What follows belongs to an exercise in optimizing a design on an open flow for small area; a production flow would make more cautious choices.
Only simulation tests tie the RTL to the original design; equivalence was not proved.
Power figures rest on the tool's default switching activity, not on a simulated workload.

===== flow/config.mk =====
export PLATFORM = sky130hd
export DESIGN_NAME = core_v2
export DESIGN_NICKNAME = core_v2
export VERILOG_FILES = /design/flow/design.v
export SDC_FILE = /design/flow/constraint.sdc
export NUM_CORES = 4
export LEC_CHECK = 0
export CAP_MARGIN = 20
export CORE_MARGIN = 2
export CORE_UTILIZATION = 40
export SLEW_MARGIN = 20

===== flow/constraint.sdc =====
create_clock -name core_clock -period 12.0 [get_ports {clk}]
set_input_delay 2.4000 -clock core_clock [delete_from_list [all_inputs] [get_ports {clk}]]
set_output_delay 2.4000 -clock core_clock [all_outputs]
set_load 0.01 [all_outputs]

===== flow/run.sh =====
#!/bin/bash
# synth_recipe.tcl (not shown) runs the flow's synth.tcl, then flattens the netlist and writes it again
# the make line also repeats each setting of config.mk as NAME=value (left out here)
make -C /OpenROAD-flow-scripts/flow DESIGN_CONFIG=/design/flow/config.mk WORK_HOME=/design/flow/orfs CLKGATE_MAP_FILE= SYNTH_SCRIPT=/design/flow/synth_recipe.tcl finish

===== flow/design.v =====
`default_nettype none
package core_pkg;
   typedef enum logic [2:0] {
      T_NOP          = 3'd0,
      T_CALC_CONST_A = 3'd1,
      T_CALC_CONST_B = 3'd2,
      T_CALC         = 3'd3,
      T_MEM_ACT      = 3'd4,
      T_HLT          = 3'd5,
      T_BRANCH       = 3'd6,
      T_ILLEGAL      = 3'd7
   } instr_type_e;
   typedef enum logic [2:0] {
      S_FETCH   = 3'd0,
      S_EXECUTE = 3'd1,
      S_MEM     = 3'd2,
      S_PC_INC  = 3'd3,
      S_HALT    = 3'd4
   } state_e;
   localparam int c_type_lsb  = 0;
   localparam int c_type_msb  = 2;
   localparam int c_op_lsb    = 3;
   localparam int c_op_msb    = 6;
   localparam int c_rega_lsb  = 7;
   localparam int c_rega_msb  = 11;
   localparam int c_regb_lsb  = 12;
   localparam int c_regb_msb  = 16;
   localparam int c_regc_lsb  = 17;
   localparam int c_regc_msb  = 21;
   localparam int c_imm15_lsb = 17;
   localparam int c_imm20_lsb = 12;
   localparam int c_imm_msb   = 31;
   localparam logic [4:0] c_pc_idx  = 5'd31;
   localparam int         c_sel_ram = 0;
endpackage
`default_nettype wire
`default_nettype none
module alu #(
   parameter int bit_width = 32
)(
   input  wire logic [3:0]           op,
   input  wire logic [bit_width-1:0] a,
   input  wire logic [bit_width-1:0] b,
   input  wire logic [bit_width-1:0] pc,
   output logic      [bit_width-1:0] result
);
   always_comb begin
      result = '0;
      case (op)
         4'd0:    result = a + b;
         4'd1:    result = a - b;
         4'd2:    result = a & b;
         4'd3:    result = a | b;
         4'd4:    result = a ^ b;
         4'd5:    result = a << b[4:0];
         4'd6:    result = a >> b[4:0];
         4'd7:    result = {{(bit_width-1){1'b0}}, (a < b)};
         4'd8:    result = a;
         4'd9:    result = b;
         4'd10:   result = pc + b;
         default: result = '0;
      endcase
   end
endmodule
`default_nettype wire
`default_nettype none
module core_regfile
#(
   parameter int              XLEN     = 32,
   parameter logic [XLEN-1:0] RESET_PC = '0
)(
   input  wire logic            clk,
   input  wire logic            rst,
   input  wire logic            we,
   input  wire logic [4:0]      waddr,
   input  wire logic [XLEN-1:0] wdata,
   input  wire logic [4:0]      ra_a,
   input  wire logic [4:0]      ra_b,
   input  wire logic [4:0]      ra_c,
   output logic      [XLEN-1:0] rd_a,
   output logic      [XLEN-1:0] rd_b,
   output logic      [XLEN-1:0] rd_c,
   output logic      [XLEN-1:0] pc
);
   logic [XLEN-1:0] r_gpr [0:31];
   logic [XLEN-1:0] r_pc;
   always_ff @(posedge clk) begin
      if (rst) begin
         r_pc <= RESET_PC;
      end else if (we && waddr == core_pkg::c_pc_idx) begin
         r_pc <= wdata;
      end
   end
   always_ff @(posedge clk) begin
      if (!rst && we && waddr != core_pkg::c_pc_idx) begin
         r_gpr[waddr] <= wdata;
      end
   end
   assign rd_a = (ra_a == core_pkg::c_pc_idx) ? r_pc : r_gpr[ra_a];
   assign rd_b = (ra_b == core_pkg::c_pc_idx) ? r_pc : r_gpr[ra_b];
   assign rd_c = (ra_c == core_pkg::c_pc_idx) ? r_pc : r_gpr[ra_c];
   assign pc   = r_pc;
endmodule
`default_nettype wire
`default_nettype none
module core_v2
#(
   parameter int              XLEN     = 32,
   parameter int              ADDR_W   = 13,
   parameter int              SEL_W    = 2,
   parameter logic [XLEN-1:0] RESET_PC = '0
)(
   input  wire logic  clk,
   input  wire logic  rst,
   output logic              bus_req,
   output logic [ADDR_W-1:0] bus_addr,
   output logic [SEL_W-1:0]  bus_sel,
   output logic [1:0]        bus_op,
   output logic [XLEN-1:0]   bus_wdata,
   input  wire logic         bus_ack,
   input  wire logic [XLEN-1:0] bus_rdata,
   output logic       halted,
   output logic       illegal,
   output logic [XLEN-1:0] pc
);
   core_pkg::state_e          r_state, w_next;
   logic [31:0]     r_instr;
   logic            r_halted, r_illegal;
   logic            w_instr_load, w_set_halt, w_set_illegal;
   logic            w_we;
   logic [4:0]      w_waddr;
   logic [XLEN-1:0] w_wdata;
   logic [XLEN-1:0] w_rf_a, w_rf_b, w_rf_c, w_pc, w_pc_inc;
   logic [XLEN-1:0] w_alu_a, w_alu_b, w_alu_y;
   core_pkg::instr_type_e     w_type;
   logic [3:0]      w_op;
   logic [4:0]      w_ra, w_rb, w_rc;
   logic [XLEN-1:0] w_imm15, w_imm20;
   assign w_type  = core_pkg::instr_type_e'(r_instr[core_pkg::c_type_msb:core_pkg::c_type_lsb]);
   assign w_op    = r_instr[core_pkg::c_op_msb:core_pkg::c_op_lsb];
   assign w_ra    = r_instr[core_pkg::c_rega_msb:core_pkg::c_rega_lsb];
   assign w_rb    = r_instr[core_pkg::c_regb_msb:core_pkg::c_regb_lsb];
   assign w_rc    = r_instr[core_pkg::c_regc_msb:core_pkg::c_regc_lsb];
   assign w_imm15 = XLEN'(r_instr[core_pkg::c_imm_msb:core_pkg::c_imm15_lsb]);
   assign w_imm20 = XLEN'(r_instr[core_pkg::c_imm_msb:core_pkg::c_imm20_lsb]);
   assign w_pc_inc = w_pc + XLEN'(1);
   core_regfile #(.XLEN(XLEN), .RESET_PC(RESET_PC)) u_regfile (
      .clk   (clk),
      .rst   (rst),
      .we    (w_we),
      .waddr (w_waddr),
      .wdata (w_wdata),
      .ra_a  (w_ra),
      .ra_b  (w_rb),
      .ra_c  (w_rc),
      .rd_a  (w_rf_a),
      .rd_b  (w_rf_b),
      .rd_c  (w_rf_c),
      .pc    (w_pc)
   );
   assign w_alu_a = (w_type == core_pkg::T_CALC_CONST_A) ? w_imm20 : w_rf_b;
   assign w_alu_b = (w_type == core_pkg::T_CALC_CONST_B) ? w_imm15 : w_rf_c;
   alu #(.bit_width(XLEN)) u_alu (
      .op     (w_op),
      .a      (w_alu_a),
      .b      (w_alu_b),
      .pc     (w_pc),
      .result (w_alu_y)
   );
   always_ff @(posedge clk) begin
      if (rst) begin
         r_state   <= core_pkg::S_FETCH;
         r_instr   <= '0;
         r_halted  <= 1'b0;
         r_illegal <= 1'b0;
      end else begin
         r_state <= w_next;
         if (w_instr_load)  r_instr   <= bus_rdata[31:0];
         if (w_set_halt)    r_halted  <= 1'b1;
         if (w_set_illegal) r_illegal <= 1'b1;
      end
   end
   always_comb begin
      w_next        = r_state;
      w_instr_load  = 1'b0;
      w_set_halt    = 1'b0;
      w_set_illegal = 1'b0;
      w_we          = 1'b0;
      w_waddr       = w_ra;
      w_wdata       = w_alu_y;
      bus_req       = 1'b0;
      bus_addr      = w_pc[ADDR_W-1:0];
      bus_sel       = SEL_W'(core_pkg::c_sel_ram);
      bus_op        = 2'b00;
      bus_wdata     = w_rf_a;
      case (r_state)
         core_pkg::S_FETCH: begin
            bus_req = 1'b1;
            if (bus_ack) begin
               w_instr_load = 1'b1;
               w_next       = core_pkg::S_EXECUTE;
            end
         end
         core_pkg::S_EXECUTE: begin
            case (w_type)
               core_pkg::T_NOP: w_next = core_pkg::S_PC_INC;
               core_pkg::T_CALC_CONST_A, core_pkg::T_CALC_CONST_B, core_pkg::T_CALC: begin
                  w_we   = 1'b1;
                  w_next = (w_ra == core_pkg::c_pc_idx) ? core_pkg::S_FETCH : core_pkg::S_PC_INC;
               end
               core_pkg::T_MEM_ACT: w_next = core_pkg::S_MEM;
               core_pkg::T_HLT: begin
                  w_set_halt = 1'b1;
                  w_next     = core_pkg::S_HALT;
               end
               core_pkg::T_BRANCH: begin
                  w_we    = 1'b1;
                  w_waddr = core_pkg::c_pc_idx;
                  w_wdata = (w_rf_a != '0) ? w_rf_b : w_pc_inc;
                  w_next  = core_pkg::S_FETCH;
               end
               default: begin
                  w_set_halt    = 1'b1;
                  w_set_illegal = 1'b1;
                  w_next        = core_pkg::S_HALT;
               end
            endcase
         end
         core_pkg::S_MEM: begin
            bus_req  = 1'b1;
            bus_addr = w_rf_b[ADDR_W-1:0];
            bus_sel  = SEL_W'(w_op[3:2]);
            bus_op   = w_op[1:0];
            if (bus_ack) begin
               if (!w_op[0]) begin
                  w_we    = 1'b1;
                  w_wdata = bus_rdata;
                  w_next  = (w_ra == core_pkg::c_pc_idx) ? core_pkg::S_FETCH : core_pkg::S_PC_INC;
               end else begin
                  w_next = core_pkg::S_PC_INC;
               end
            end
         end
         core_pkg::S_PC_INC: begin
            w_we    = 1'b1;
            w_waddr = core_pkg::c_pc_idx;
            w_wdata = w_pc_inc;
            w_next  = core_pkg::S_FETCH;
         end
         core_pkg::S_HALT:  w_next = core_pkg::S_HALT;
         default: w_next = core_pkg::S_FETCH;
      endcase
      if (rst) begin
         bus_req = 1'b0;
         w_we    = 1'b0;
      end
   end
   assign halted  = r_halted;
   assign illegal = r_illegal;
   assign pc      = w_pc;
endmodule
`default_nettype wire

==> results.yml <==
routing:
  route.detailed.drc: 0
  wl_per_cell_um: 37.3
  viasPerCell: 6.98
  antenna_left: 0
  first_pass_iters: 6
  drt_wl_total_um: 315000
  vias: 58900
  dr.first_iter.drc_count: 8962
global_routing:
  grt-ovfl-total: 0
  antenna_found_initial: 11
  track_usage_pct: 33.0
  grt_pass1_vias: 56200
  grt_max_degree: 133
  grt_pass1_wl_um: 435000
final_layout:
  num-nets-final: 6136
  mostFrequentLayoutCells: "mux2i_1, edfxtp_1, a22oi_1"
  layout_commonest_cell: "mux2i_1"
  drive_gt1_share_pct: 15.7
  area_delta_synth_final_pct: 11.2
power:
  p_per_area_mw_per_mm2: 182
  ir_drop_mv: 0.136
  power.leakage_uw: 0.0257
logic_synthesis:
  yosysSeqAreaShare_pct: 44.7
  synth_area_leaders: "edfxtp_1, mux2i_1, mux4_2, a22oi_1, a21oi_1"
  synth_area_leader_cell: "edfxtp_1"
  synth_async_sr_flop_share_pct: 0
  ys_ff_latch: 1108
  syn_inst: 6017
  synth-edff-count: 1024
  yosysUniqueCellTypes: 99
  avgSynthCellArea_um2: 12.1
  ys.flop_type: "edfxtp_1"
  synth-warning-count: 3
  syn_area_mm2: 0.0726
  synth_top_area_share_pct: 42.3
floorplan:
  dieArea_mm2: 0.185
  coreArea_mm2: 0.181
  die_w_um: 430
  pin_count: 119
  fp.dieH_um: 430
  start_util_pct: 40.2
  rows: 156
worst_hold_path:
  hp-class: "register to register"
status:
  status: "finished clean"
worst_setup_path:
  critPathSlowestCell: "o41ai_2"
  critPathRequiredTime_ns: 12.18
  endpoint: "u_regfile.r_gpr[18][24]"
  critPathKind: "register to register"
  path_buf_inv: 2
  rrSetupSlack_ns: 2.33
  r2r_end: "u_regfile.r_gpr[18][24]"
  critPathMaxStageDelay_ns: 1.08
  worstSetupStartpointType: "register"
  crit_fanout: 69
  critPathTopFamily: "compound AO/OA/AOI/OAI gates"
  cp.depth: 18
  crit_chain: "buf_12, buf_12, mux4_2, mux4_2, mux2i_1, o21ai_0, mux2i_1, ha_1, nand2b_1, a21oi_1, nor2_1, a22oi_1, o21ai_0, o41ai_1, a21oi_1, a41o_1, o41ai_2, nand2_1"
  r2r_cells: 18
  cp.arrival_ns: 9.84
  crit_path_end_kind: "register"
timing:
  skew_ns: 0.116
  drv_slew: 0
  rsz0062_at_grt: "false"
  worstMarginPinSlew_ns: 1.24
  relSlewSlack_pct: 16.9
  period_minus_slack_ns: 9.67
  finalSetupViolCount: 0
  period_share_pct: 80.5
  fmax_mhz: 103
  worst_slack_ns: 2.33
  hold_viol: 0
  setup_tns_ns: 0
placement:
  gp_congestion: 1.03
  place_ws_ns: 2.76
  port_buffers: 118
  hpwl_um: 198000
clock_network:
  htreeDepth: 3
  worstSkewPairLatency_ns: 0.82
  clkSinkCount: 1108
  ctsResizeCount: 0
  clk_pin_slew_ns: 0.06
  ctsLongestPathBuffers: 3
  ctsHoldBuffers: 0
  postCtsSetupRepairBufs: 0
  root_buffer: "clkbuf_16"
  numCtsBuffers: 116
  cts_tree: "done"
flow_run:
  cap_violations: 0
-- sequential cells by signal, indices dropped and copies added (netlist names), named ones only --
signal           count
u_regfile.r_gpr   1024
u_regfile.r_pc      32
r_illegal            1
r_halted             1
r_instr             32
r_state              3
-- layer usage --
layer  up-vias  track usage [%]  part of all wire [%]
li1      23900                -                     -
met1     29900             42.7                    38
met2      4174             49.5                    43
met3       949             7.86                    11
met4        10             21.2                   7.5
met5         -                0                 0.023
-- metrics by stage --
stage          util (%)  area [um^2]  hold WS, ns  std cells  power, uW
3_3_place_gp       42.4        76500        0.464       8219      10600
2_1_floorplan         -        72700        0.450       6048       8500
3_5_place_dp       42.4        76500        0.461       8220      10600
4_1_cts            44.7        80700        0.479       8439      14500
5_1_grt            44.7        80800        0.505       8442      15100
6_report           44.7        80800        0.480       8445      14700
-- cells by family (layout without fill, tap and decap cells) --
kind of cell	Yosys count	after routing	share of synthesized area (%)
AND/OR/NAND/NOR	939	939	6.15
other	1	36	0.00516
AO/OA/AOI/OAI	1554	1554	14.3
multiplexers	1581	1581	27.5
XOR/XNOR	75	75	0.904
flip-flops	1108	1108	44.7
adder cells (fa/ha/maj)	131	131	2.28
buffers and inverters	628	651	4.15
-- report_power, final --
| group | internal (uW) | total [uW] | switching, uW |
|---|---|---|---|
| logic | 1690 | 5510 | 3820 |
| clock network | 2290 | 3960 | 1670 |
| registers | 5170 | 5270 | 96.0 |
-- worst min-delay path: cells and delay by family (launching register included) --
| kind | cells | cell delay, ns |
|---|---|---|
| AO/OA/AOI/OAI | 1 | 0.04 |
| flip-flops | 1 | 0.33 |
| AND/OR/NAND/NOR | 1 | 0.07 |
-- how the worst min path moves through the flow --
stage	to	slack (ns)	startpoint	cells after the start
2_1_floorplan	r_instr[27]	0.45	r_instr[27]	2
3_3_place_gp	r_halted	0.46	r_halted	2
3_5_place_dp	r_halted	0.46	r_halted	2
4_1_cts	r_instr[30]	0.48	r_instr[30]	2
5_1_grt	r_instr[30]	0.50	r_instr[30]	2
6_report	r_halted	0.48	r_halted	2
-- cell type report --
cell class,count,area [um^2]
Clock inverter,90,1160
Antenna cell,4,10.0
Sequential cell,1108,32400
Timing Repair Buffer,324,2930
Inverter,108,409
Clock buffer,129,2990
Multi-Input combinational cell,4312,37900
Fill cell,16300,99800
Tap cell,2370,2970
-- synthesized netlist by cell type, types with 21 or more instances --
| cell | instances |
|---|---|
| xor2_1 | 32 |
| nor4_1 | 65 |
| nor2_1 | 295 |
| a211oi_1 | 52 |
| a22oi_1 | 532 |
| edfxtp_1 | 1024 |
| inv_1 | 105 |
| nand2b_1 | 25 |
| nand3_1 | 50 |
| a221oi_1 | 38 |
| buf_4 | 68 |
| o211ai_1 | 25 |
| nor3_1 | 48 |
| buf_6 | 22 |
| buf_1 | 37 |
| mux2_2 | 83 |
| clkbuf_1 | 204 |
| nor2b_1 | 21 |
| buf_2 | 189 |
| o221ai_1 | 33 |
| and2_1 | 22 |
| dfxtp_1 | 84 |
| mux2i_1 | 1171 |
| a21oi_1 | 482 |
| nand2_1 | 279 |
| xnor2_1 | 43 |
| ha_1 | 129 |
| and3_1 | 33 |
| o31ai_1 | 21 |
| mux4_2 | 323 |
| o22ai_1 | 33 |
| a31oi_1 | 24 |
| o21ai_0 | 126 |

port drivers added, routing unchanged:
In the flow no input, the clock included, has a driving cell. The finished layout below was timed again as built, in two steps. Step 1 assumes that a clkbuf_16 drives the clock port and a buf_2 every other input. Step 2, shift: input delay + t, output delay - t, t = (earliest + latest rising clock arrival at the registers) / 2. This alone moves slack from input paths to output paths. Slacks: ideal / step 1 / step 2; pairs: ideal / step 1.
shift t [ns]: 0.852
setup WS [ns]: 2.335 / 2.334 / 2.334
worst setup path at the end: register to register
After both steps setup and hold are still met in this run. For this run, drivers alone change the setup slack by -0.001 ns; drivers and shift together by -0.001 ns.
